Background: an optimization exercise with open tools, aiming at small area. Do not read the settings as production practice. In this exercise RTL edits were held to simulation tests only and were not proved equivalent to the original. Power and IR drop assume default switching activity.

$ cat flow/run.sh
#!/bin/bash
# synth_recipe.tcl (not shown) runs the flow's synth.tcl, then flattens the netlist and writes it again
# the make line also repeats each setting of config.mk as NAME=value (left out here)
make -C /OpenROAD-flow-scripts/flow DESIGN_CONFIG=/design/flow/config.mk WORK_HOME=/design/flow/orfs CLKGATE_MAP_FILE= SYNTH_SCRIPT=/design/flow/synth_recipe.tcl finish
$ cat flow/config.mk
export PLATFORM = sky130hd
export DESIGN_NAME = regfile_2r1w_param
export DESIGN_NICKNAME = regfile_2r1w_param
export VERILOG_FILES = /design/flow/design.v
export SDC_FILE = /design/flow/constraint.sdc
export NUM_CORES = 4
export LEC_CHECK = 0
export CAP_MARGIN = 20
export CORE_MARGIN = 2
export CORE_UTILIZATION = 25
export PLACE_DENSITY = 0.4
export SLEW_MARGIN = 20
export SYNTH_HIERARCHICAL = 1
export SYNTH_MINIMUM_KEEP_SIZE = 0
$ cat flow/constraint.sdc
create_clock -name core_clock -period 5.0 [get_ports {clk}]
set_input_delay 1.0000 -clock core_clock [delete_from_list [all_inputs] [get_ports {clk}]]
set_output_delay 1.0000 -clock core_clock [all_outputs]
set_load 0.01 [all_outputs]
$ cat flow/design.v
module regfile_2r1w_param #(
    parameter int DATA_W   = 32,
    parameter int ADDR_W   = 5,
    parameter int DEPTH    = 32,
    parameter int ZERO_REG = 1
) (
    input  logic              clk,
    input  logic              reset,
    input  logic              we,
    input  logic [ADDR_W-1:0] waddr,
    input  logic [DATA_W-1:0] wdata,
    input  logic              re1,
    input  logic [ADDR_W-1:0] raddr1,
    output logic [DATA_W-1:0] rdata1,
    output logic              rvalid1,
    input  logic              re2,
    input  logic [ADDR_W-1:0] raddr2,
    output logic [DATA_W-1:0] rdata2,
    output logic              rvalid2,
    input  logic              clr_req,
    output logic              busy
);
    localparam int FIRST = (ZERO_REG != 0) ? 1 : 0;
    localparam logic [ADDR_W:0] DEPTH_L = (ADDR_W + 1)'(DEPTH);
    logic [ADDR_W:0]   cnt_q;
    logic [DEPTH-1:0]  vld_q;
    logic [DATA_W-1:0] mem_q [DEPTH];
    logic [DATA_W-1:0] rdata1_q, rdata2_q, rd1_d, rd2_d;
    logic              rvalid1_q, rvalid2_q;
    logic              busy_q, wr_ok, rok1, rok2, byp1, byp2;
    logic [DEPTH-1:0]  wsel, sel1, sel2;
    assign busy_q  = cnt_q[ADDR_W];
    assign busy    = busy_q;
    assign rdata1  = rdata1_q;
    assign rdata2  = rdata2_q;
    assign rvalid1 = rvalid1_q;
    assign rvalid2 = rvalid2_q;
    assign wr_ok = we && !busy_q && ({1'b0, waddr} < DEPTH_L) && !(ZERO_REG != 0 && waddr == '0);
    assign rok1  = re1 && !busy_q;
    assign rok2  = re2 && !busy_q;
    assign byp1  = wr_ok && (waddr == raddr1);
    assign byp2  = wr_ok && (waddr == raddr2);
    always_comb begin
        for (int i = 0; i < DEPTH; i++) begin
            wsel[i] = wr_ok && (waddr == ADDR_W'(i));
            sel1[i] = (i >= FIRST) && rok1 && !byp1 && (raddr1 == ADDR_W'(i)) && vld_q[i];
            sel2[i] = (i >= FIRST) && rok2 && !byp2 && (raddr2 == ADDR_W'(i)) && vld_q[i];
        end
    end
    localparam int NT = DEPTH - FIRST + 2;
    localparam int NG = (NT + 2) / 3;
    logic [NG*3-1:0]   ts1, ts2;
    logic [DATA_W-1:0] td1 [NG*3];
    logic [DATA_W-1:0] td2 [NG*3];
    logic [DATA_W-1:0] ty1 [NG];
    logic [DATA_W-1:0] ty2 [NG];
    always_comb begin
        ts1 = '0;
        ts2 = '0;
        for (int t = 0; t < NG * 3; t++) begin
            td1[t] = '0;
            td2[t] = '0;
        end
        for (int i = FIRST; i < DEPTH; i++) begin
            ts1[i - FIRST] = sel1[i];
            ts2[i - FIRST] = sel2[i];
            td1[i - FIRST] = mem_q[i];
            td2[i - FIRST] = mem_q[i];
        end
        ts1[NT - 2] = rok1 && byp1;
        td1[NT - 2] = wdata;
        ts2[NT - 2] = rok2 && byp2;
        td2[NT - 2] = wdata;
        ts1[NT - 1] = !rok1;
        td1[NT - 1] = rdata1_q;
        ts2[NT - 1] = !rok2;
        td2[NT - 1] = rdata2_q;
    end
    for (genvar g = 0; g < NG; g++) begin : g_grp
        for (genvar b = 0; b < DATA_W; b++) begin : g_bit
            regfile_aoi222 u_p1 (
                .a0(td1[3*g][b]), .s0(ts1[3*g]),
                .a1(td1[3*g+1][b]), .s1(ts1[3*g+1]),
                .a2(td1[3*g+2][b]), .s2(ts1[3*g+2]),
                .y(ty1[g][b])
            );
            regfile_aoi222 u_p2 (
                .a0(td2[3*g][b]), .s0(ts2[3*g]),
                .a1(td2[3*g+1][b]), .s1(ts2[3*g+1]),
                .a2(td2[3*g+2][b]), .s2(ts2[3*g+2]),
                .y(ty2[g][b])
            );
        end
    end
    always_comb begin
        rd1_d = '1;
        rd2_d = '1;
        for (int g = 0; g < NG; g++) begin
            rd1_d = rd1_d & ty1[g];
            rd2_d = rd2_d & ty2[g];
        end
        rd1_d = ~rd1_d;
        rd2_d = ~rd2_d;
    end
    for (genvar i = 0; i < DEPTH; i++) begin : g_word
        if (i >= FIRST) begin : g_store
            always_ff @(posedge clk) begin
                if (wsel[i]) mem_q[i] <= wdata;
            end
        end
    end
    always_ff @(posedge clk or negedge reset) begin
        if (!reset) begin
            vld_q     <= '0;
            rdata1_q  <= '0;
            rdata2_q  <= '0;
            rvalid1_q <= 1'b0;
            rvalid2_q <= 1'b0;
            cnt_q     <= '0;
        end else begin
            vld_q     <= (vld_q & {DEPTH{!busy_q}}) | wsel;
            rdata1_q  <= rd1_d;
            rdata2_q  <= rd2_d;
            rvalid1_q <= rok1;
            rvalid2_q <= rok2;
            if (busy_q)       cnt_q <= cnt_q + 1'b1;
            else if (clr_req) cnt_q <= {1'b1, {ADDR_W{1'b0}}};
        end
    end
endmodule
module regfile_aoi222 (
    input  logic a0, s0,
    input  logic a1, s1,
    input  logic a2, s2,
    output logic y
);
    assign y = ~((a0 & s0) | (a1 & s1) | (a2 & s2));
endmodule
==> results by group, run 1 <==
CTS
  • CTS tree: done
  • Clock Sink Count: 1095
  • Htree depth: 3
  • Worst-Skew Late Latency: 0.75 ns
  • Post-CTS Setup Inserts: 0
  • Clk buf depth: 3
  • # resized after CTS: 0
  • Clock slew at reported path FFs: 0.06 ns
  • Hold-fix buffer count after cts: 0
  • CTS Buf Count: 115
  • Root Buffer: clkbuf_16

STA
  • Final Cycle Share: 0.7973
  • Final Hold Viols: 0
  • Min Tclk post-route: 3.987 ns
  • Post-route setup TNS: 0 ns
  • Final number of max-transition violations: 0
  • RSZ-0062 raised after global routing: no
  • Max transition margin: 0.1944
  • Finish-stage setup viols: 0
  • Fmax: 0.2508 GHz
  • Final worst setup slack: 1.014 ns
  • Worst slew pin tran: ~1.2 ns
  • Final Skew: 0.02689 ns
  • Hold WS: 0.3424 ns

Setup path
  • CP Launch Type: primary input
  • Worst-path fanout max: 32
  • Crit. End Element: flop
  • CP cell instances: clkdlybuf4s50_1 > xnor2_1 > nand3_1 > nor4_4 > buf_12 > nor3_2 > buf_4 > a222oi_1 > nand4_1 > buf_4 > nor2_1 > nand4_1
  • Critical Path Start: raddr2[2]
  • CP Data Required Time: around 5.6 ns
  • CP bufs+invs: 4
  • Worst path depth: 12
  • Crit path to: rdata2_q[16]
  • WP data arrival: 4.60 ns
  • Critical R2R Launch: cnt_q[5]
  • Worst R2R Setup Slack: about 1.3 ns
  • Reg2Reg Depth: 11
  • Slowest Stage Delay on Critical Path: 0.69 ns
  • Reg-to-reg critical path endpoint: rdata2_q[16]
  • Setup Crit Path Kind: in2reg
  • CP delay by family, top: buffers and inverters
  • Critical path's slowest cell: clkdlybuf4s50_1

GRT
  • First-pass GRT wire length: 274300 um
  • Initial antenna violation count: 4
  • Vias in the first global route: 32073
  • Largest net degree at the start of global routing: 55
  • Grt ovf: 0
  • Total GRT Usage: 0.2284

Logic synthesis
  • Count leader, synth: edfxtp_1
  • Largest area contributor in the netlist: edfxtp_1
  • Mapped Area: 0.04270 sq mm
  • Prevailing post-synth register cell: edfxtp_1
  • Mapped Cells: 2358
  • Synth Register Bits: 1095
  • Most instantiated cells after synthesis: edfxtp_1 (992), a222oi_1 (704), nand4_1 (209)
  • Synth async-reset ratio: 0.09406
  • Avg Inst Size Synth: 18.11 sq um
  • Largest cells by area after synthesis: edfxtp_1 (70%), a222oi_1 (17%), dfrtp_1 (6.0%), nand4_1 (3.1%), nor2_1 (1.2%)
  • Warnings from Yosys: 15
  • Synth unique cells: 37
  • Yosys top cell area share: 0.6975
  • Net Count, Synth: 2412
  • Post-synth EDFFs: 992
  • Register area share after synthesis: 0.7579

Finish
  • Layout Nets: 2813
  • Final Cell Area: 0.05279 sq mm
  • Post-route insts no fill: 5078
  • Post-Route Utilization: 0.3115
  • Share of post-route cells with drive strength above 1: 0.1635
  • Area Overhead vs Synth: 23.61%

Place
  • Detailed placer's ending HPWL: 120100 um
  • PortBufs: 119
  • DP Area: 0.04912 sq mm
  • Routability cong.: 0.8430
  • Dpl ws: 0.2933 ns
  • Placed cell count: 4859

Drt
  • Via/cell ratio: 6.466
  • Final antenna-violating net count: 0
  • Wire per inst: 40.56 um
  • DRC violations left: 0
  • DR iter-0 viols: 8186
  • Via count: 32834
  • Final WL: roughly 210000 um
  • Drt pass-1 iters: 12

Job
  • Max cap viols: 0

Die
  • Initial Utilization: 0.2520
  • Die ar.: 0.1741 sq mm
  • Io pins: 120
  • Die Wd: 417.3 um
  • CORE AREA: around 0.17 sq mm
  • Rows: 151
  • Die height: 417.3 um

Power and ir drop
  • Pwr dens: 365.8 mW/mm^2
  • Clock share of power: 0.439
  • Power Internal: 15.02 mW
  • Net switching power: between 4 and 5 mW
  • Comb power frac: 0.036
  • Power, Total: about 19 mW
  • Worst VDD drop: 0.0003059 V
  • Lkg Pwr: 16.50 nW
  • Sw Share: 0.2220
  • Sequential Power Share: 0.525

Min path
  • HP Class: in2async

Run status
  • Outcome: no timing/DRC/antenna violations
final cells by class:
class | count | area (sq um)
well taps | 2218 | 2775
diodes | 3 | 7.507
clock inverters | 49 | 405.4
fillers | 16326 | 116700
inverters | 4 | 15.01
flip-flops and latches | 1095 | 32370
repair buffers | 318 | 3138
multi-input cells | 1225 | 10840
clock buffers | 166 | 3242
layout by cell type (no fill, tap or decap), types with 23 or more instances in the layout:
| cell | synthesis | layout |
|---|---|---|
| clkdlybuf4s50_1 | 0 | 114 |
| nand3_1 | 23 | 23 |
| nor2_1 | 132 | 72 |
| nand4_1 | 209 | 209 |
| buf_4 | 0 | 162 |
| dfrtp_1 | 103 | 103 |
| clkbuf_16 | 0 | 117 |
| buf_12 | 0 | 38 |
| nor2_4 | 0 | 60 |
| a222oi_1 | 704 | 704 |
| edfxtp_1 | 992 | 992 |
| nand2_1 | 26 | 26 |
| clkbuf_1 | 17 | 36 |
layer usage:
metal	GRT usage	wire (um)	up-vias
li1	-	-	12429
met1	0.3087	80700	17275
met2	0.3420	89690	2656
met3	0.05337	24180	470
met4	0.1156	11350	4
met5	0	30	-
Yosys stat by module (local to each module, per instance):
module | cells inside | times used
regfile_2r1w_param | 1654 | 1
regfile_aoi222 | 1 | 704
worst min-delay path by stage:
| stage | start | endpoint | slack, ns |
|---|---|---|---|
| detailed placement | vld_q[11] | vld_q[11] | 0.50 |
| global route | reset | cnt_q[0] | 0.38 |
| CTS | reset | cnt_q[4] | 0.33 |
| global placement | cnt_q[3] | cnt_q[3] | 0.48 |
| floorplan | cnt_q[3] | cnt_q[3] | 0.46 |
| finish | reset | cnt_q[0] | 0.34 |
flip-flops by register name (all words and copies together) (netlist names):
| name | cells |
|---|---|
| mem_q | 992 |
| rvalid2_q | 1 |
| vld_q | 31 |
| rvalid1_q | 1 |
| rdata2_q | 32 |
| rdata1_q | 32 |
| cnt_q | 6 |
power by group through the flow:
stage / Clock, mW / Sequential, mW / Combinational (mW)
2_1_floorplan: 0 / 10.3 / 0.215
4_1_cts: 8.57 / 10.1 / 0.690
6_report: 8.47 / 10.1 / 0.694
5_1_grt: 8.92 / 10.1 / 0.733
3_3_place_gp: 0 / 10.3 / 0.670
3_5_place_dp: 0 / 10.3 / 0.688
cells by family after synthesis:
family / share of synthesized area
adders and majority gates: 0.0002929
DFF: 0.7579
and+or+nand+nor: 0.06258
xor gates and xnor gates: 0.002256
AOI/OAI and AO/OA: 0.1724
buffers and inverters: 0.004541
worst reg2reg max path, delay by kind of cell, from the launching register on:
kind            cells  cell delay [ns]
simple gates        6             1.64
buf+inv             3             0.93
compound gates      2             0.51
flops               1             0.49
==> run 2: changes to the inputs <==
==> flow/flow/run.sh (new file) <==
#!/bin/bash
# The standard layout (standard.sh, unchanged synthesis), with two settings of its own:
# - port buffers are the smallest buffer, sky130_fd_sc_hd__buf_1 (repair_design still
#   sizes and buffers the nets behind them as needed);
# - clock tree: larger sink clusters on clkbuf_16 and no dummy loads.
# make's full output goes to flow_make.log here; ORFS keeps each step's log under orfs/logs.
set -euo pipefail
export BUFFER_PORTS_ARGS="-buffer_cell sky130_fd_sc_hd__buf_1"
export CTS_ARGS="-sink_clustering_enable -repair_clock_nets -buf_list sky130_fd_sc_hd__clkbuf_16 -sink_clustering_size 30 -sink_clustering_max_diameter 80 -dont_use_dummy_load"
bash standard.sh finish > flow_make.log 2>&1
==> flow/standard.sh (new file) <==
#!/bin/bash
# synth_recipe.tcl (not shown) runs the flow's synth.tcl, then flattens the netlist and writes it again
# the make line also repeats each setting of config.mk as NAME=value (left out here)
make -C /OpenROAD-flow-scripts/flow DESIGN_CONFIG=/design/flow/config.mk WORK_HOME=/design/flow/orfs CLKGATE_MAP_FILE= SYNTH_SCRIPT=/design/flow/synth_recipe.tcl "${@:-finish}"
--- a/flow/config.mk
+++ b/flow/config.mk
@@ -7,8 +7,8 @@
 export LEC_CHECK = 0
 export CAP_MARGIN = 20
 export CORE_MARGIN = 2
-export CORE_UTILIZATION = 25
-export PLACE_DENSITY = 0.4
+export CORE_UTILIZATION = 60
+export PLACE_DENSITY = 0.7
 export SLEW_MARGIN = 20
 export SYNTH_HIERARCHICAL = 1
 export SYNTH_MINIMUM_KEEP_SIZE = 0
removed: flow/run.sh
==> run 2 against run 1 <==
Sequential power barely moved; critical path depth fell by 3; die area fell by 58%; power fell by 22%; wire length fell by 23%; synthesized area did not move; worst hold slack improved by 0.045 ns; first-iteration DRC count rose by 16%; combinational power fell by 17%; highest routed layer unchanged.
==> results by group, run 2 <==
Run status
  • Outcome: no timing/DRC/antenna violations

GRT
  • Initial antenna violation count: 1 (-3)
  • Vias in the first global route: 31090 (-3.1%)
  • Largest net degree at the start of global routing: 40 (-27%)
  • First-pass GRT wire length: 219300 um (-20%)
  • Grt ovf: 0 (unchanged)
  • Total GRT Usage: 0.4218 (+0.1933)

Logic synthesis
  • Synth async-reset ratio: 0.09406 (unchanged)
  • Prevailing post-synth register cell: edfxtp_1
  • Avg Inst Size Synth: 18.11 sq um (unchanged)
  • Mapped Area: 0.04270 sq mm (unchanged)
  • Net Count, Synth: 2412 (unchanged)
  • Yosys top cell area share: 0.6975 (unchanged)
  • Largest area contributor in the netlist: edfxtp_1
  • Count leader, synth: edfxtp_1
  • Largest cells by area after synthesis: edfxtp_1 (70%), a222oi_1 (17%), dfrtp_1 (6.0%), nand4_1 (3.1%), nor2_1 (1.2%)
  • Post-synth EDFFs: 992 (unchanged)
  • Warnings from Yosys: 15 (unchanged)
  • Mapped Cells: 2358 (unchanged)
  • Synth unique cells: 37 (unchanged)
  • Register area share after synthesis: 0.7579 (unchanged)
  • Synth Register Bits: 1095 (unchanged)
  • Most instantiated cells after synthesis: edfxtp_1 (992), a222oi_1 (704), nand4_1 (209)

Drt
  • Final antenna-violating net count: 0 (unchanged)
  • Via count: 32019 (-2.5%)
  • Via/cell ratio: 8.924 (+38%)
  • Wire per inst: 44.05 um (+8.6%)
  • Final WL: 158100 um (-23%)
  • DRC violations left: 0 (unchanged)
  • Drt pass-1 iters: 19 (+7)
  • DR iter-0 viols: 9485 (+16%)

STA
  • Final Skew: 0.06969 ns (+0.04280 ns)
  • RSZ-0062 raised after global routing: no
  • Worst slew pin tran: 1.199 ns (-0.006716 ns)
  • Finish-stage setup viols: 0 (unchanged)
  • Final Cycle Share: 0.8436 (+0.04626)
  • Post-route setup TNS: 0 ns (unchanged)
  • Final number of max-transition violations: 0 (unchanged)
  • Fmax: 0.2371 GHz (-5.5%)
  • Final worst setup slack: 0.7822 ns (-0.2313 ns)
  • Final Hold Viols: 0 (unchanged)
  • Max transition margin: 0.1989 (+0.004487)
  • Min Tclk post-route: 4.218 ns (+0.2313 ns)

Place
  • Dpl ws: 0.4206 ns (+0.1274 ns)
  • Placed cell count: 3538 (-27%)
  • Detailed placer's ending HPWL: 88760 um (-26%)
  • PortBufs: 119 (unchanged)
  • Routability cong.: 0.9386 (+11%)

Setup path
  • Slowest Stage Delay on Critical Path: 0.94 ns (+0.25 ns)
  • CP bufs+invs: 2 (-2)
  • Critical path's slowest cell: nor3_2
  • CP delay by family, top: simple AND/OR/NAND/NOR gates
  • Reg-to-reg critical path endpoint: rdata2_q[21]
  • Worst path depth: 9 (-3)
  • Critical R2R Launch: cnt_q[5]
  • Crit. End Element: flop
  • Worst-path fanout max: 22 (-31%)
  • Reg2Reg Depth: 9 (-2)
  • Setup Crit Path Kind: reg2reg
  • Crit path top cell by count: nand4_1
  • Worst R2R Setup Slack: 0.78 ns (-0.53 ns)
  • CP cell instances: nand2b_2 > inv_1 > nand3b_1 > nor3_2 > buf_4 > a222oi_1 > nand4_1 > nor2_1 > nand4_1
  • CP Launch Type: flop
  • CP Data Required Time: 5.57 ns (-0.04 ns)
  • WP data arrival: 4.78 ns (+0.18 ns)

CTS
  • Clock Sink Count: 1095 (unchanged)
  • Worst-Skew Late Latency: 0.66 ns (-0.09 ns)
  • # resized after CTS: 0 (unchanged)
  • Clk buf depth: 3 (unchanged)
  • Htree depth: 2 (-1)
  • CTS tree: done
  • Post-CTS Setup Inserts: 0 (unchanged)
  • CTS Buf Count: 46 (-60%)
  • Clock slew at reported path FFs: 0.10 ns (+0.04 ns)
  • Hold-fix buffer count after cts: 0 (unchanged)
  • Root Buffer: clkbuf_16

Die
  • Io pins: 120 (unchanged)
  • Initial Utilization: 0.6077 (+0.3557)
  • CORE AREA: 0.07027 sq mm (-59%)
  • Die Wd: 270.8 um (-35%)
  • Die height: 270.8 um (-35%)
  • Rows: 97 (-36%)
  • Die ar.: 0.07332 sq mm (-58%)

Finish
  • Footprint of the multi-input gates: 0.01082 sq mm (-0.22%)
  • Most common cell after layout, fill and taps aside: edfxtp_1
  • Post-route insts no fill: 3588 (-29%)
  • Share of post-route cells with drive strength above 1: 0.1156 (-0.04786)
  • Area Overhead vs Synth: 10.91%
  • Highest-count cells in the layout ignoring fill and taps: edfxtp_1 (992), a222oi_1 (704), nand4_1 (209), buf_4 (142), buf_1 (117)
  • Post-Route Utilization: 0.6740 (+0.3626)
  • Most flops, register: mem_q
  • Register area: 0.03237 sq mm (unchanged)
  • Largest registers: mem_q x992, rdata1_q x32, rdata2_q x32
  • Fill count: 4671 (-71%)
  • Layout Nets: 2703 (-3.9%)
  • Max reg flops: 992 (unchanged)

Power and ir drop
  • Power, Total: 14.99 mW (-22%)
  • Pwr dens: 316.5 mW/mm^2 (-13%)
  • Worst VDD drop: 0.0003295 V (+7.7%)
  • Lkg Pwr: 14.72 nW (-11%)

Job
  • Max cap viols: 0 (unchanged)

Min path
  • HP Class: in2async
-- run 2: kinds of logic (layout without fill, tap and decap cells) --
group,Yosys count,count (layout),synth area share
fa+ha+maj,1,1,0.0002929
xor+xnor,11,11,0.002256
simple gates,469,469,0.06258
buf+inv,38,327,0.004541
flops,1095,1095,0.7579
compound gates,744,744,0.1724
other cells,0,1,0
-- run 2: per-layer routing --
| metal | routed length [um] | vias up | GRT usage | share of wire |
|---|---|---|---|---|
| met4 | 11920 | 2 | 0.2662 | 0.075 |
| li1 | - | 12095 | - | - |
| met3 | 28530 | 640 | 0.1348 | 0.18 |
| met1 | 48960 | 15577 | 0.5512 | 0.31 |
| met2 | 68630 | 3705 | 0.6166 | 0.43 |
| met5 | 12 | - | 0.001316 | 0.000076 |
-- run 2: layout make-up --
| class | instances | area share |
|---|---|---|
| diodes | 1 | 0.00005283 |
| clock buffers | 46 | 0.02430 |
| inverters | 4 | 0.0003170 |
| multi-input cells | 1225 | 0.2283 |
| flip-flops and latches | 1095 | 0.6833 |
| well taps | 940 | 0.02483 |
| repair buffers | 277 | 0.03883 |
-- run 2: worst max-delay path by stage --
stage | from | end
global placement | re2 | rdata2_q[10]
finish | cnt_q[5] | rdata2_q[21]
global route | cnt_q[5] | rdata2_q[3]
detailed placement | re2 | rdata2_q[10]
CTS | cnt_q[5] | rdata2_q[10]
floorplan | re2 | rdata2_q[0]
-- run 2: per-stage QoR --
step           cell area [sq um]  hold WS (ns)
6_report                   47370        0.3871
4_1_cts                    47300        0.3868
5_1_grt                    47360        0.4265
3_3_place_gp               46150        0.4821
3_5_place_dp               46150        0.4951
2_1_floorplan              42700        0.4616
-- run 2: report_power, final --
group / leakage, nW / total [mW] / internal (mW) / switching, mW
combinational: 3.82 / 0.575 / 0.147 / 0.429
clock: 0.567 / 4.29 / 1.66 / 2.63
sequential: 10.3 / 10.1 / 10.0 / 0.0790
total: 14.7 / 15.0 / 11.8 / 3.14
-- run 2: Yosys stat by module, one instance, submodules excluded --
module | flops+latches | times used | cells | cell area [sq um]
regfile_aoi222 | 0 | 704 | 1 | 10.01
regfile_2r1w_param | 1095 | 1 | 1654 | 35660
==> run 3: changes to the inputs <==
--- a/flow/design.v
+++ b/flow/design.v
@@ -22,14 +22,12 @@
 );
     localparam int FIRST = (ZERO_REG != 0) ? 1 : 0;
     localparam logic [ADDR_W:0] DEPTH_L = (ADDR_W + 1)'(DEPTH);
-    logic [ADDR_W:0]   cnt_q;
     logic [DEPTH-1:0]  vld_q;
     logic [DATA_W-1:0] mem_q [DEPTH];
     logic [DATA_W-1:0] rdata1_q, rdata2_q, rd1_d, rd2_d;
     logic              rvalid1_q, rvalid2_q;
     logic              busy_q, wr_ok, rok1, rok2, byp1, byp2;
     logic [DEPTH-1:0]  wsel, sel1, sel2;
-    assign busy_q  = cnt_q[ADDR_W];
     assign busy    = busy_q;
     assign rdata1  = rdata1_q;
     assign rdata2  = rdata2_q;
@@ -92,15 +90,28 @@
             );
         end
     end
+    localparam int NQ = (NG + 3) / 4;
+    logic [DATA_W-1:0] tq1 [NQ];
+    logic [DATA_W-1:0] tq2 [NQ];
+    for (genvar q = 0; q < NQ; q++) begin : g_quad
+        localparam int W = (NG - 4 * q >= 4) ? 4 : NG - 4 * q;
+        for (genvar b = 0; b < DATA_W; b++) begin : g_bit
+            logic [3:0] y1, y2;
+            for (genvar k = 0; k < 4; k++) begin : g_k
+                assign y1[k] = (k < W) ? ty1[4*q+k][b] : 1'b1;
+                assign y2[k] = (k < W) ? ty2[4*q+k][b] : 1'b1;
+            end
+            regfile_nand #(.N(W)) u_q1 (.a(y1[W-1:0]), .y(tq1[q][b]));
+            regfile_nand #(.N(W)) u_q2 (.a(y2[W-1:0]), .y(tq2[q][b]));
+        end
+    end
     always_comb begin
-        rd1_d = '1;
-        rd2_d = '1;
-        for (int g = 0; g < NG; g++) begin
-            rd1_d = rd1_d & ty1[g];
-            rd2_d = rd2_d & ty2[g];
+        rd1_d = '0;
+        rd2_d = '0;
+        for (int q = 0; q < NQ; q++) begin
+            rd1_d = rd1_d | tq1[q];
+            rd2_d = rd2_d | tq2[q];
         end
-        rd1_d = ~rd1_d;
-        rd2_d = ~rd2_d;
     end
     for (genvar i = 0; i < DEPTH; i++) begin : g_word
         if (i >= FIRST) begin : g_store
@@ -116,15 +127,37 @@
             rdata2_q  <= '0;
             rvalid1_q <= 1'b0;
             rvalid2_q <= 1'b0;
-            cnt_q     <= '0;
         end else begin
             vld_q     <= (vld_q & {DEPTH{!busy_q}}) | wsel;
             rdata1_q  <= rd1_d;
             rdata2_q  <= rd2_d;
             rvalid1_q <= rok1;
             rvalid2_q <= rok2;
-            if (busy_q)       cnt_q <= cnt_q + 1'b1;
-            else if (clr_req) cnt_q <= {1'b1, {ADDR_W{1'b0}}};
+        end
+    end
+    localparam int IW = (DEPTH > 1) ? $clog2(DEPTH) : 1;
+    if (DEPTH == (1 << IW)) begin : g_sweep_pow2
+        logic [IW:0] cnt_q;
+        assign busy_q = cnt_q[IW];
+        always_ff @(posedge clk or negedge reset) begin
+            if (!reset)       cnt_q <= '0;
+            else if (busy_q)  cnt_q <= cnt_q + 1'b1;
+            else if (clr_req) cnt_q <= {1'b1, {IW{1'b0}}};
+        end
+    end else begin : g_sweep_any
+        logic          busy_r;
+        logic [IW-1:0] idx_q;
+        assign busy_q = busy_r;
+        always_ff @(posedge clk or negedge reset) begin
+            if (!reset) begin
+                busy_r <= 1'b0;
+                idx_q  <= '0;
+            end else if (busy_r) begin
+                busy_r <= (idx_q != IW'(DEPTH - 1));
+                idx_q  <= (idx_q != IW'(DEPTH - 1)) ? idx_q + 1'b1 : '0;
+            end else begin
+                busy_r <= clr_req;
+            end
         end
     end
 endmodule
@@ -136,3 +169,11 @@
 );
     assign y = ~((a0 & s0) | (a1 & s1) | (a2 & s2));
 endmodule
+module regfile_nand #(
+    parameter int N = 4
+) (
+    input  logic [N-1:0] a,
+    output logic         y
+);
+    assign y = ~&a;
+endmodule
==> run 3 against run 2 <==
Design area is essentially flat; die area grew 0.11%; power increased by 0.27%; clock power hardly changed; fmax is 2.4% higher; register-to-register slack better by 0.23 ns; wire length is 2.3% lower; highest routed layer unchanged; still clean; synthesized cell count fell by 0.17%; global-route usage shrank 1.1 points; sequential power hardly changed.
==> results by group, run 3 <==
CTS
  • Clock Sink Count: 1095 (unchanged)
  • Clock slew at reported path FFs: 0.10 ns (about the same)
  • Htree depth: 2 (unchanged)
  • Clk buf depth: 3 (unchanged)
  • Post-CTS Setup Inserts: 0 (unchanged)
  • CTS tree: done
  • Worst-Skew Late Latency: 0.65 ns (about the same)
  • CTS Buf Count: 47 (+2.2%)
  • # resized after CTS: 0 (unchanged)
  • Root Buffer: clkbuf_16
  • Hold-fix buffer count after cts: 0 (unchanged)

Place
  • PortBufs: 119 (unchanged)
  • Routability cong.: 0.9800 (+4.4%)
  • Detailed placer's ending HPWL: 86170 um (-2.9%)

Die
  • Initial Utilization: 0.6084 (+0.0006944)
  • Die height: 270.9 um (about the same)
  • Rows: 97 (unchanged)
  • Die Wd: 270.9 um (about the same)
  • Die ar.: 0.07341 sq mm (+0.11%)
  • CORE AREA: 0.07027 sq mm (unchanged)
  • Io pins: 120 (unchanged)

Logic synthesis
  • Synth Register Bits: 1095 (unchanged)
  • Avg Inst Size Synth: 18.16 sq um (+0.28%)
  • Register area share after synthesis: 0.7570 (-0.0008650)
  • Largest cells by area after synthesis: edfxtp_1 (70%), a222oi_1 (16%), dfrtp_1 (6.0%), nand4_1 (1.9%), nand3_1 (1.1%)
  • Largest area contributor in the netlist: edfxtp_1
  • Warnings from Yosys: 17 (+2)
  • Synth unique cells: 34 (-8.1%)
  • Synth async-reset ratio: 0.09406 (unchanged)
  • Yosys top cell area share: 0.6968 (-0.0007961)
  • Most instantiated cells after synthesis: edfxtp_1 (992), a222oi_1 (704), nand4_1 (130)
  • Prevailing post-synth register cell: edfxtp_1
  • Count leader, synth: edfxtp_1
  • Post-synth EDFFs: 992 (unchanged)
  • Mapped Area: 0.04275 sq mm (+0.11%)
  • Net Count, Synth: 2408 (-0.17%)
  • Mapped Cells: 2354 (-0.17%)

STA
  • Final Skew: 0.07702 ns (+0.007330 ns)
  • RSZ-0062 raised after global routing: no
  • Final number of max-transition violations: 0 (unchanged)
  • Hold WS: 0.5229 ns (+0.1358 ns)
  • Final Hold Viols: 0 (unchanged)
  • Fmax: 0.2428 GHz (+2.4%)
  • Worst slew pin tran: 1.275 ns (+0.07641 ns)
  • Final Cycle Share: 0.8236 (-0.01998)
  • Post-route setup TNS: 0 ns (unchanged)
  • Min Tclk post-route: 4.118 ns (-0.09990 ns)
  • Max transition margin: 0.1427 (-0.05612)
  • Finish-stage setup viols: 0 (unchanged)

Finish
  • Most flops, register: mem_q
  • Area Overhead vs Synth: 10.74%
  • Largest registers: mem_q x992, rdata1_q x32, rdata2_q x32
  • Fill count: 4660 (-0.24%)
  • Share of post-route cells with drive strength above 1: 0.1147 (-0.0008733)
  • Register area: 0.03237 sq mm (unchanged)
  • Layout Nets: 2697 (-0.22%)
  • Post-Route Utilization: 0.6738 (about the same)
  • Most common cell after layout, fill and taps aside: edfxtp_1
  • Footprint of the multi-input gates: 0.01083 sq mm (+0.15%)
  • Highest-count cells in the layout ignoring fill and taps: edfxtp_1 (992), a222oi_1 (704), buf_4 (140), nand4_1 (130), buf_1 (116)
  • Max reg flops: 992 (unchanged)

Drt
  • Wire per inst: 43.09 um (-2.2%)
  • Drt pass-1 iters: 17 (-2)
  • Final WL: 154500 um (-2.3%)
  • Via/cell ratio: 8.852 (-0.81%)
  • DRC violations left: 0 (unchanged)
  • Final antenna-violating net count: 0 (unchanged)
  • Via count: 31734 (-0.89%)
  • DR iter-0 viols: 9480 (-0.053%)

Job
  • Max cap viols: 0 (unchanged)

Setup path
  • Reg-to-reg critical path endpoint: rdata2_q[21]
  • Critical R2R Launch: g_sweep_pow2.cnt_q[5]
  • Setup Crit Path Kind: in2reg
  • Crit. End Element: flop
  • Slowest Stage Delay on Critical Path: 0.71 ns (-0.23 ns)
  • CP cell instances: buf_1 > xnor2_1 > nand4_1 > nor4_4 > buf_4 > nor4_4 > buf_4 > a222oi_1 > nand4_1 > or3_1
  • Reg2Reg Depth: 9 (unchanged)
  • Worst R2R Setup Slack: 1.01 ns (+0.23 ns)
  • CP delay by family, top: simple AND/OR/NAND/NOR gates
  • CP bufs+invs: 3 (+1)
  • Critical path's slowest cell: nor4_4
  • WP data arrival: 4.62 ns (-0.16 ns)
  • CP Launch Type: primary input
  • Worst-path fanout max: 32 (+45%)
  • CP Data Required Time: 5.50 ns (-0.07 ns)

Min path
  • Hold-critical path depth: 1
  • HP Class: reg2reg
  • Startpoint of the worst hold path: vld_q[19]
  • Hold path endpoint: vld_q[19]

Power and ir drop
  • Pwr dens: 317.4 mW/mm^2 (+0.31%)
  • Worst VDD drop: 0.0003848 V (+17%)
  • Lkg Pwr: 14.98 nW (+1.8%)

GRT
  • Initial antenna violation count: 2 (+1)
  • Largest net degree at the start of global routing: 54 (+35%)
  • Vias in the first global route: 30020 (-3.4%)
  • First-pass GRT wire length: 214900 um (-2.0%)
  • Grt ovf: 0 (unchanged)
  • Total GRT Usage: 0.4109 (-0.01084)

Run status
  • Outcome: no timing/DRC/antenna violations
==> run 3: worst reg2reg max path, cell delays in order, from the launching register on <==
cell and delay, ns:
dfrtp_1 0.51, nor2b_1 0.26, nand4_1 0.18, nor4_4 0.71, buf_4 0.39, nor4_4 0.08, buf_4 0.35, a222oi_1 0.49
nand4_1 0.41, or3_1 0.49
==> run 3: worst max-delay path by stage <==
stage          startpoint           end  cells after the start
2_1_floorplan    waddr[0]   rdata1_q[0]                     10
3_3_place_gp     waddr[2]  rdata2_q[17]                     10
3_5_place_dp     waddr[1]  rdata2_q[17]                     10
4_1_cts          waddr[1]  rdata2_q[21]                     10
5_1_grt          waddr[2]  rdata2_q[17]                     10
6_report         waddr[2]  rdata2_q[21]                     10
==> run 3: cells by family (layout without fill, tap and decap cells) <==
family	count (synthesis)	count (layout)	synth area share
adder cells (fa/ha/maj)	1	1	0.0002926
flip-flops	1095	1095	0.7570
XOR/XNOR	13	13	0.002663
AO/OA/AOI/OAI	741	741	0.1716
other	0	4	0
AND/OR/NAND/NOR	468	468	0.06409
buffers and inverters	36	323	0.004302
==> run 3: layout make-up <==
| cell class | count | share of cell area |
|---|---|---|
| Antenna cell | 4 | 0.0002114 |
| Timing Repair Buffer | 272 | 0.03742 |
| Inverter | 4 | 0.0003171 |
| Multi-Input combinational cell | 1223 | 0.2288 |
| Clock buffer | 47 | 0.02484 |
| Sequential cell | 1095 | 0.6836 |
| Tap cell | 940 | 0.02484 |
==> run 3: per-stage QoR <==
step | instances | cell area [sq um] | total power [mW] | setup WS [ns]
3_3_place_gp | 3532 | 46090 | 10.87 | 0.6024
3_5_place_dp | 3534 | 46150 | 10.90 | 0.4704
4_1_cts | 3581 | 47330 | 15.01 | 1.106
2_1_floorplan | 2354 | 42750 | 10.52 | 0.04239
6_report | 3585 | 47350 | 15.03 | 0.8821
5_1_grt | 3581 | 47340 | 15.36 | 0.9430
==> run 3: per-module statistics from Yosys, one instance, submodules excluded, a selection <==
module              times used  flip-flops and latches  area (sq um)
regfile_aoi222             704                       0         10.01
regfile_2r1w_param           1                    1095         34590
==> run 3: routing by layer <==
metal  part of all wire  vias up  GRT usage
met1               0.31    15337     0.5448
met2               0.43     3694     0.6033
met4              0.081        2     0.2566
met5           0.000071        -   0.001316
met3               0.17      640     0.1186
li1                   -    12061          -
==> run 3: power by group <==
| group | total [mW] | internal, mW | switching [mW] |
|---|---|---|---|
| registers | 10.1 | 10.0 | 0.0945 |
| clock network | 4.32 | 1.69 | 2.63 |
| logic | 0.573 | 0.150 | 0.423 |
==> run 4: changes to the inputs <==
--- a/flow/design.v
+++ b/flow/design.v
@@ -38,11 +38,35 @@
     assign rok2  = re2 && !busy_q;
     assign byp1  = wr_ok && (waddr == raddr1);
     assign byp2  = wr_ok && (waddr == raddr2);
+    localparam int LW = (ADDR_W >= 2) ? 2 : ADDR_W;
+    localparam int NL = 1 << LW;
+    localparam int NH = 1 << (ADDR_W - LW);
+    logic [NL-1:0] wlo, lo1, lo2;
+    logic [NH-1:0] whi, hi1, hi2;
+    logic          g1, g2;
+    assign g1 = rok1 && !byp1;
+    assign g2 = rok2 && !byp2;
     always_comb begin
-        for (int i = 0; i < DEPTH; i++) begin
-            wsel[i] = wr_ok && (waddr == ADDR_W'(i));
-            sel1[i] = (i >= FIRST) && rok1 && !byp1 && (raddr1 == ADDR_W'(i)) && vld_q[i];
-            sel2[i] = (i >= FIRST) && rok2 && !byp2 && (raddr2 == ADDR_W'(i)) && vld_q[i];
+        for (int j = 0; j < NL; j++) begin
+            wlo[j] = (waddr[LW-1:0] == LW'(j));
+            lo1[j] = (raddr1[LW-1:0] == LW'(j));
+            lo2[j] = (raddr2[LW-1:0] == LW'(j));
+        end
+        for (int k = 0; k < NH; k++) begin
+            whi[k] = ((waddr >> LW) == ADDR_W'(k));
+            hi1[k] = ((raddr1 >> LW) == ADDR_W'(k));
+            hi2[k] = ((raddr2 >> LW) == ADDR_W'(k));
+        end
+    end
+    for (genvar i = 0; i < DEPTH; i++) begin : g_sel
+        if (i < FIRST) begin : g_none
+            assign wsel[i] = 1'b0;
+            assign sel1[i] = 1'b0;
+            assign sel2[i] = 1'b0;
+        end else begin : g_dec
+            regfile_and #(.N(3)) u_w (.a({wr_ok, wlo[i % NL], whi[i / NL]}), .y(wsel[i]));
+            regfile_and #(.N(4)) u_r1 (.a({g1, vld_q[i], lo1[i % NL], hi1[i / NL]}), .y(sel1[i]));
+            regfile_and #(.N(4)) u_r2 (.a({g2, vld_q[i], lo2[i % NL], hi2[i / NL]}), .y(sel2[i]));
         end
     end
     localparam int NT = DEPTH - FIRST + 2;
@@ -177,3 +201,11 @@
 );
     assign y = ~&a;
 endmodule
+module regfile_and #(
+    parameter int N = 4
+) (
+    input  logic [N-1:0] a,
+    output logic         y
+);
+    assign y = &a;
+endmodule
--- a/flow/config.mk
+++ b/flow/config.mk
@@ -7,8 +7,8 @@
 export LEC_CHECK = 0
 export CAP_MARGIN = 20
 export CORE_MARGIN = 2
-export CORE_UTILIZATION = 60
-export PLACE_DENSITY = 0.7
+export CORE_UTILIZATION = 45
+export PLACE_DENSITY = 0.6
 export SLEW_MARGIN = 20
 export SYNTH_HIERARCHICAL = 1
 export SYNTH_MINIMUM_KEEP_SIZE = 0
==> run 4 against run 3 <==
Combinational power is 3% higher; register-to-register slack better by 0.03 ns; sequential cell count stayed put; synthesized area is 0.45% lower; final cell count is 6.8% higher; critical endpoint unchanged.
==> results by group, run 4 <==
Run status
  • Outcome: no timing/DRC/antenna violations

STA
  • Finish-stage setup viols: 0 (unchanged)
  • Max transition margin: 0.1721 (+0.02935)
  • RSZ-0062 raised after global routing: no
  • Hold WS: 0.4676 ns (-0.05525 ns)
  • Min Tclk post-route: 4.186 ns (+0.06852 ns)
  • Fmax: 0.2389 GHz (-1.6%)
  • Final Skew: 0.04768 ns (-0.02934 ns)
  • Final number of max-transition violations: 0 (unchanged)
  • Final worst setup slack: 0.8136 ns (-0.06852 ns)
  • Worst slew pin tran: 1.242 ns (-0.03340 ns)
  • Final Cycle Share: 0.8373 (+0.01370)
  • Post-route setup TNS: 0 ns (unchanged)
  • Final Hold Viols: 0 (unchanged)

Logic synthesis
  • Synth Register Bits: 1095 (unchanged)
  • Largest area contributor in the netlist: edfxtp_1
  • Most instantiated cells after synthesis: edfxtp_1 (992), a222oi_1 (704), nand4_1 (128)
  • Mapped Area: 0.04256 sq mm (-0.45%)
  • Largest cells by area after synthesis: edfxtp_1 (70%), a222oi_1 (17%), dfrtp_1 (6.1%), nand4_1 (1.9%), and4_1 (1.3%)
  • Post-synth EDFFs: 992 (unchanged)
  • Warnings from Yosys: 17 (unchanged)
  • Net Count, Synth: 2333 (-3.1%)
  • Register area share after synthesis: 0.7605 (+0.003427)
  • Synth async-reset ratio: 0.09406 (unchanged)
  • Prevailing post-synth register cell: edfxtp_1
  • Avg Inst Size Synth: 18.68 sq um (+2.8%)
  • Yosys top cell area share: 0.6999 (+0.003154)
  • Mapped Cells: 2279 (-3.2%)
  • Count leader, synth: edfxtp_1
  • Synth unique cells: 37 (+8.8%)

Drt
  • Via/cell ratio: 8.172 (-7.7%)
  • Final antenna-violating net count: 0 (unchanged)
  • DR iter-0 viols: 8970 (-5.4%)
  • Final WL: 162600 um (+5.3%)
  • Via count: 31291 (-1.4%)
  • DRC violations left: 0 (unchanged)
  • Drt pass-1 iters: 13 (-4)
  • Wire per inst: 42.46 um (-1.5%)

CTS
  • Hold-fix buffer count after cts: 0 (unchanged)
  • Worst-Skew Late Latency: 0.65 ns (about the same)
  • Htree depth: 2 (unchanged)
  • CTS Buf Count: 46 (-2.1%)
  • # resized after CTS: 0 (unchanged)
  • Clock Sink Count: 1095 (unchanged)
  • Root Buffer: clkbuf_16
  • CTS tree: done
  • Clock slew at reported path FFs: 0.11 ns (about the same)
  • Post-CTS Setup Inserts: 0 (unchanged)
  • Clk buf depth: 3 (unchanged)

Finish
  • Fill count: 7642 (+64%)
  • Max reg flops: 992 (unchanged)
  • Highest-count cells in the layout ignoring fill and taps: edfxtp_1 (992), a222oi_1 (704), buf_4 (133), nand4_1 (128), buf_1 (117)
  • Largest registers: mem_q x992, rdata1_q x32, rdata2_q x32
  • Footprint of the multi-input gates: 0.01021 sq mm (-5.7%)
  • Area Overhead vs Synth: 10.27%
  • Post-route insts no fill: 3829 (+6.8%)
  • Most common cell after layout, fill and taps aside: edfxtp_1
  • Layout Nets: 2628 (-2.6%)
  • Most flops, register: mem_q
  • Register area: 0.03237 sq mm (unchanged)
  • Share of post-route cells with drive strength above 1: 0.09487 (-0.01986)

Power and ir drop
  • Worst VDD drop: 0.0002455 V (-36%)
  • Lkg Pwr: 15.45 nW (+3.1%)
  • Net switching power: 3.172 mW (+0.87%)
  • Sw Share: 0.2110 (+0.001824)
  • Clock share of power: 0.286 (about the same)
  • Comb power frac: 0.039 (about the same)
  • Sequential Power Share: 0.674 (about the same)
  • Pwr dens: 320.2 mW/mm^2 (+0.88%)
  • Power Internal: 11.86 mW (-0.24%)

Setup path
  • CP Data Required Time: 5.51 ns (about the same)
  • Critical path's slowest cell: a222oi_1
  • Crit. End Element: flop
  • WP data arrival: 4.70 ns (+0.08 ns)
  • CP Launch Type: primary input
  • Reg-to-reg critical path endpoint: rdata2_q[21]
  • Slowest Stage Delay on Critical Path: 0.61 ns (-0.10 ns)
  • Reg2Reg Depth: 10 (+1)
  • Worst R2R Setup Slack: 1.04 ns (+0.03 ns)
  • Setup Crit Path Kind: in2reg
  • Crit path top cell by count: buf_4
  • CP cell instances: buf_1 > nor3_4 > a21oi_2 > buf_4 > a41oi_1 > buf_4 > and4_1 > buf_4 > a222oi_1 > nand3_1 > or3_1
  • Worst-path fanout max: 34 (+6.3%)
  • Critical R2R Launch: g_sweep_pow2.cnt_q[5]

GRT
  • Grt ovf: 0 (unchanged)
  • First-pass GRT wire length: 225300 um (+4.8%)
  • Total GRT Usage: 0.3243 (-0.08665)
  • Initial antenna violation count: 5 (+3)
  • Vias in the first global route: 30238 (+0.73%)
  • Largest net degree at the start of global routing: 49 (-9.3%)

Place
  • PortBufs: 119 (unchanged)
  • Placed cell count: 3780 (+7.0%)
  • Routability cong.: 0.9404 (-4.0%)
  • Dpl ws: 0.3165 ns (-0.1539 ns)
  • Detailed placer's ending HPWL: 96050 um (+11%)

Die
  • Die ar.: 0.09705 sq mm (+32%)
  • CORE AREA: 0.09347 sq mm (+33%)
  • Initial Utilization: 0.4553 (-0.1531)
  • Die Wd: 311.5 um (+15%)
  • Io pins: 120 (unchanged)
  • Die height: 311.5 um (+15%)
  • Rows: 112 (+15%)

Job
  • Max cap viols: 0 (unchanged)

Min path
  • HP Class: in2async
run 4: cell count changes after synthesis, sizes merged, moves of 8 or more:
cell     previous run  this run
and4                1        64
nor4               38         2
and3                3        35
nand3              98        67
nand2              39         9
nor3               27         3
nor2               35        12
clkbuf             21         4
a21o               15        31
o2bb2ai            16         0
nand2b             12         1
nor3b               1         9
run 4: per-module statistics from Yosys, one instance, submodules excluded, excerpt:
module / cells inside / flip-flops and latches / area, sq um
regfile_2r1w_param: 1290 / 1095 / 33660
regfile_aoi222: 1 / 0 / 10.01
run 4: logic make-up (layout without fill, tap and decap cells):
kind of cell             after synthesis  count (layout)  synth area share
other                                  0               3                 0
adder cells (fa/ha/maj)                1               1         0.0002939
multiplexers                           1               1         0.0002352
buffers and inverters                 17             310          0.002087
AO/OA/AOI/OAI                        744             744            0.1726
XOR/XNOR                              12              12          0.002470
flip-flops                          1095            1095            0.7605
AND/OR/NAND/NOR                      409             409           0.06188
run 4: area by class of cell:
cell class	count	share of cell area
Tap cell	1254	0.03343
Antenna cell	3	0.0001600
Inverter	4	0.0003199
Sequential cell	1095	0.6897
Timing Repair Buffer	260	0.03431
Clock buffer	46	0.02453
Multi-Input combinational cell	1167	0.2176
run 4: worst max-delay path: cells and delay by family:
kind / cells / cell delay, ns
compound gates: 3 / 0.97
buf+inv: 4 / 1.30
simple gates: 4 / 1.36
run 4: how the worst max path moves through the flow:
stage / start / endpoint / cells after the start
3_3_place_gp: waddr[4] / rdata2_q[21] / 11
4_1_cts: waddr[2] / rdata2_q[21] / 11
6_report: waddr[2] / rdata2_q[21] / 11
3_5_place_dp: waddr[2] / rdata2_q[21] / 11
2_1_floorplan: waddr[3] / rdata1_q[0] / 8
5_1_grt: waddr[4] / rdata2_q[21] / 12
run 4: power by group through the flow:
stage / Combinational, mW / Clock, mW / Sequential, mW
2_1_floorplan: 0.207 / 0 / 10.3
3_3_place_gp: 0.549 / 0 / 10.3
3_5_place_dp: 0.570 / 0 / 10.3
4_1_cts: 0.571 / 4.33 / 10.1
5_1_grt: 0.619 / 4.62 / 10.1
6_report: 0.588 / 4.30 / 10.1
run 4: stage by stage:
step	utilization	total power [mW]	cell area (sq um)
floorplan	-	10.52	42560
global placement	0.4889	10.88	45700
global route	0.5020	15.38	46920
finish	0.5021	15.03	46930
CTS	0.5018	15.03	46900
detailed placement	0.4895	10.91	45750
run 4: routing by layer:
metal	wire length [um]	vias up	track usage
met4	11060	6	0.1840
met3	25410	536	0.08425
met1	56000	15700	0.4362
li1	-	11894	-
met5	46	-	0
met2	70080	3155	0.4800
==> run 5: changes to the inputs <==
==> flow/flow/run.sh (replaced) <==
#!/bin/bash
# The standard layout (standard.sh, unchanged synthesis), with two settings of its own:
# - port buffers are the smallest buffer, sky130_fd_sc_hd__buf_1 (repair_design still
#   sizes and buffers the nets behind them as needed);
# - clock tree: sink clusters of up to 25 (70 um) on clkbuf_16 and no dummy loads.
# make's full output goes to flow_make.log here; ORFS keeps each step's log under orfs/logs.
set -euo pipefail
export BUFFER_PORTS_ARGS="-buffer_cell sky130_fd_sc_hd__buf_1"
export CTS_ARGS="-sink_clustering_enable -repair_clock_nets -buf_list sky130_fd_sc_hd__clkbuf_16 -sink_clustering_size 25 -sink_clustering_max_diameter 70 -dont_use_dummy_load"
bash standard.sh finish > flow_make.log 2>&1
--- a/flow/config.mk
+++ b/flow/config.mk
@@ -7,8 +7,8 @@
 export LEC_CHECK = 0
 export CAP_MARGIN = 20
 export CORE_MARGIN = 2
-export CORE_UTILIZATION = 45
-export PLACE_DENSITY = 0.6
+export CORE_UTILIZATION = 60
+export PLACE_DENSITY = 0.7
 export SLEW_MARGIN = 20
 export SYNTH_HIERARCHICAL = 1
 export SYNTH_MINIMUM_KEEP_SIZE = 0
==> run 5 against run 4 <==
Sequential cell count did not move; core utilization rose by 16 points; design area fell by 0.72%; register-to-register slack got worse by 0.02 ns; final cell count fell by 7.9%; sequential share of layout area rose by 0.50 points; fmax rose by 0.89%; setup slack improved by 0.037 ns.
==> results by group, run 5 <==
Setup path
  • Critical path's slowest cell: and4_1
  • Setup Crit Path Kind: in2reg
  • Crit. End Element: flop
  • CP Data Required Time: 5.53 ns (+0.02 ns)
  • CP Launch Type: primary input
  • Worst path depth: 10 (-1)
  • CP bufs+invs: 3 (-1)
  • CP cell instances: buf_1 > nor3_4 > a21oi_2 > a41oi_1 > buf_4 > and4_1 > buf_4 > a222oi_1 > nand4_1 > or3_1
  • Crit path top cell by count: buf_4
  • Worst-path fanout max: 31 (-8.8%)
  • Reg2Reg Depth: 9 (-1)
  • CP delay by family, top: simple AND/OR/NAND/NOR gates
  • WP data arrival: 4.68 ns (-0.02 ns)
  • Slowest Stage Delay on Critical Path: 0.64 ns (+0.03 ns)

Finish
  • Layout Nets: 2636 (+0.30%)
  • Most flops, register: mem_q
  • Area Overhead vs Synth: 9.475%
  • Max reg flops: 992 (unchanged)
  • Final Cell Area: 0.04659 sq mm (-0.72%)
  • Most common cell after layout, fill and taps aside: edfxtp_1
  • Highest-count cells in the layout ignoring fill and taps: edfxtp_1 (992), a222oi_1 (704), buf_4 (141), nand4_1 (128), buf_1 (118)
  • Largest registers: mem_q x992, rdata1_q x32, rdata2_q x32
  • Share of post-route cells with drive strength above 1: 0.09419 (-0.0006818)

Logic synthesis
  • Mux cell area share after synthesis: 0.0002352 (unchanged)
  • Synth Area in XOR/XNOR: 0.002469 (unchanged)
  • Mapped Cells: 2279 (unchanged)
  • Post-synthesis compound-gate area fraction: 0.1726 (unchanged)
  • Largest cells by area after synthesis: edfxtp_1 (70%), a222oi_1 (17%), dfrtp_1 (6.1%), nand4_1 (1.9%), and4_1 (1.3%)
  • Register area share after synthesis: 0.7605 (unchanged)
  • Area share of fa/ha/maj cells after synthesis: 0.0002940 (unchanged)
  • Largest area contributor in the netlist: edfxtp_1
  • Most instantiated cells after synthesis: edfxtp_1 (992), a222oi_1 (704), nand4_1 (128)
  • Mapped Area: 0.04256 sq mm (unchanged)
  • Main combinational cell family by area after synthesis: compound AO/OA/AOI/OAI gates
  • Net Count, Synth: 2333 (unchanged)
  • Synth unique cells: 37 (unchanged)
  • Post-synth EDFFs: 992 (unchanged)
  • Synth Register Bits: 1095 (unchanged)
  • Yosys top cell area share: 0.6999 (unchanged)
  • Simple-gate share of the synthesized area: 0.06188 (unchanged)
  • Warnings from Yosys: 17 (unchanged)
  • Avg Inst Size Synth: 18.68 sq um (unchanged)
  • Synth async-reset ratio: 0.09406 (unchanged)
  • Count leader, synth: edfxtp_1
  • Prevailing post-synth register cell: edfxtp_1

STA
  • Final Skew: 0.04687 ns (-0.0008098 ns)
  • RSZ-0062 raised after global routing: no
  • Final Cycle Share: 0.8299 (-0.007421)
  • Min Tclk post-route: 4.149 ns (-0.03711 ns)
  • Final number of max-transition violations: 0 (unchanged)
  • Final Hold Viols: 0 (unchanged)
  • Post-route setup TNS: 0 ns (unchanged)
  • Finish-stage setup viols: 0 (unchanged)
  • Max transition margin: 0.1183 (-0.05378)
  • Fmax: 0.2410 GHz (+0.89%)
  • Worst slew pin tran: 1.323 ns (+0.08067 ns)

Drt
  • DRC violations left: 0 (unchanged)
  • Wire per inst: 45.57 um (+7.3%)
  • Final antenna-violating net count: 0 (unchanged)
  • Drt pass-1 iters: 14 (+1)
  • Final WL: 160700 um (-1.2%)
  • Via/cell ratio: 9.106 (+11%)
  • DR iter-0 viols: 10515 (+17%)
  • Via count: 32100 (+2.6%)

GRT
  • Vias in the first global route: 30654 (+1.4%)
  • Largest net degree at the start of global routing: 39 (-20%)
  • First-pass GRT wire length: 222600 um (-1.2%)
  • Initial antenna violation count: 6 (+1)
  • Total GRT Usage: 0.4296 (+0.1053)
  • Grt ovf: 0 (unchanged)

Power and ir drop
  • Worst VDD drop: 0.0002720 V (+11%)
  • Pwr dens: 329.4 mW/mm^2 (+2.8%)
  • Lkg Pwr: 15.53 nW (+0.54%)

CTS
  • # resized after CTS: 0 (unchanged)
  • Hold-fix buffer count after cts: 0 (unchanged)
  • Clk buf depth: 3 (unchanged)
  • CTS Buf Count: 53 (+15%)
  • Worst-Skew Late Latency: 0.66 ns (about the same)
  • Htree depth: 2 (unchanged)
  • Post-CTS Setup Inserts: 0 (unchanged)
  • Root Buffer: clkbuf_16
  • Clock Sink Count: 1095 (unchanged)
  • CTS tree: done
  • Clock slew at reported path FFs: 0.10 ns (about the same)

Place
  • DP Area: 0.04524 sq mm (-1.1%)
  • PortBufs: 119 (unchanged)
  • Routability cong.: 0.9681 (+2.9%)
  • Detailed placer's ending HPWL: 95100 um (-0.98%)

Die
  • CORE AREA: 0.07015 sq mm (-25%)
  • Die height: 270.3 um (-13%)
  • Rows: 97 (-13%)
  • Die Wd: 270.3 um (-13%)
  • Initial Utilization: 0.6067 (+0.1514)
  • Io pins: 120 (unchanged)
  • Die ar.: 0.07308 sq mm (-25%)

Job
  • Max cap viols: 0 (unchanged)

Min path
  • HP Class: in2async

Run status
  • Outcome: no timing/DRC/antenna violations
run 5: Yosys stat by module (local to each module, per instance), a selection:
module,cells inside,copies in the design
regfile_2r1w_param,1290,1
regfile_aoi222,1,704
run 5: final cells by class:
cell class	instances	area (sq um)
well taps	940	1176
repair buffers	261	1529
multi-input cells	1167	10170
flip-flops and latches	1095	32370
clock buffers	53	1326
inverters	4	15.01
fillers	4820	23560
diodes	5	12.51
run 5: kinds of logic (layout without fill, tap and decap cells):
kind of cell,after synthesis,count (layout)
DFF,1095,1095
AOI/OAI and AO/OA,744,744
and+or+nand+nor,409,409
buffers and inverters,17,318
xor gates and xnor gates,12,12
adders and majority gates,1,1
muxes,1,1
other,0,5
run 5: through the flow:
step	hold slack (ns)	total power [mW]	cells	setup WS [ns]	utilization
3_5_place_dp	0.4706	10.90	3467	0.4881	0.6449
3_3_place_gp	0.4626	10.87	3467	0.4640	0.6449
2_1_floorplan	0.4496	10.52	2279	0.8865	-
5_1_grt	0.3493	15.64	3521	0.9304	0.6641
6_report	0.3257	15.35	3525	0.8507	0.6642
4_1_cts	0.3193	15.27	3520	1.174	0.6638
run 5: final timing paths:
kind / startpoint / endpoint / slack, ns
min reg2reg: g_sweep_pow2.cnt_q[4] / g_sweep_pow2.cnt_q[4] / 0.48
max reg2reg: g_sweep_pow2.cnt_q[5] / rdata2_q[1] / 1.02
min in group core_clock: g_sweep_pow2.cnt_q[4] / g_sweep_pow2.cnt_q[4] / 0.48
max in group asynchronous: reset / rdata1_q[29] / 3.64
max: waddr[4] / rdata2_q[1] / 0.85
min: reset / rdata2_q[12] / 0.33
run 5: routing by layer:
layer  vias to the layer above  share of wire  wire, um  GRT usage
met1                     15562           0.31     49240     0.5714
li1                      11911              -         -          -
met4                         4          0.089     14320     0.2933
met3                       744           0.18     28990     0.1246
met5                         -        0.00019        31          0
met2                      3879           0.42     68070     0.6174
run 5: report_power, final:
part           switching (mW)  internal [mW]  leakage (nW)
combinational           0.430          0.152          4.54
sequential              0.101           10.0          10.3
clock                    2.73           1.89         0.653

## afterwards: timing with drivers on the ports
Ports are ideal in the flow. The routed layouts listed here were re-timed in OpenROAD. Step 1 (the two cells are an assumption about what drives the block):
set clk [get_ports {clk}]
set_driving_cell -lib_cell sky130_fd_sc_hd__clkbuf_16 $clk
set_driving_cell -lib_cell sky130_fd_sc_hd__buf_2 [delete_from_list [all_inputs] $clk]
Step 2, shift: input delay + t, output delay - t, t = (earliest + latest rising clock arrival at the registers) / 2. This alone moves slack from input paths to output paths. Three values: ideal, step 1, step 2; two values: the first two.
run | t (ns) | setup WS [ns] | worst setup path after step 2 | latest minus earliest clock arrival (ns) | cell pins on the clock port's net
run 1 | 0.811 | 1.014 / 1.058 / 0.247 | input to register | 0.036 / 0.036 | 1
run 2 | 0.697 | 0.782 / 0.782 / 0.322 | input to register | 0.069 / 0.069 | 1
run 3 | 0.681 | 0.882 / 0.922 / 0.241 | input to register | 0.078 / 0.078 | 1
run 4 | 0.697 | 0.814 / 0.857 / 0.161 | input to register | 0.053 / 0.053 | 1
run 5 | 0.705 | 0.851 / 0.894 / 0.190 | input to register | 0.047 / 0.047 | 1
After both steps every run listed still meets setup and hold. For run 1, which loses most, drivers alone change the setup slack by +0.044 ns; drivers and shift together by -0.767 ns.
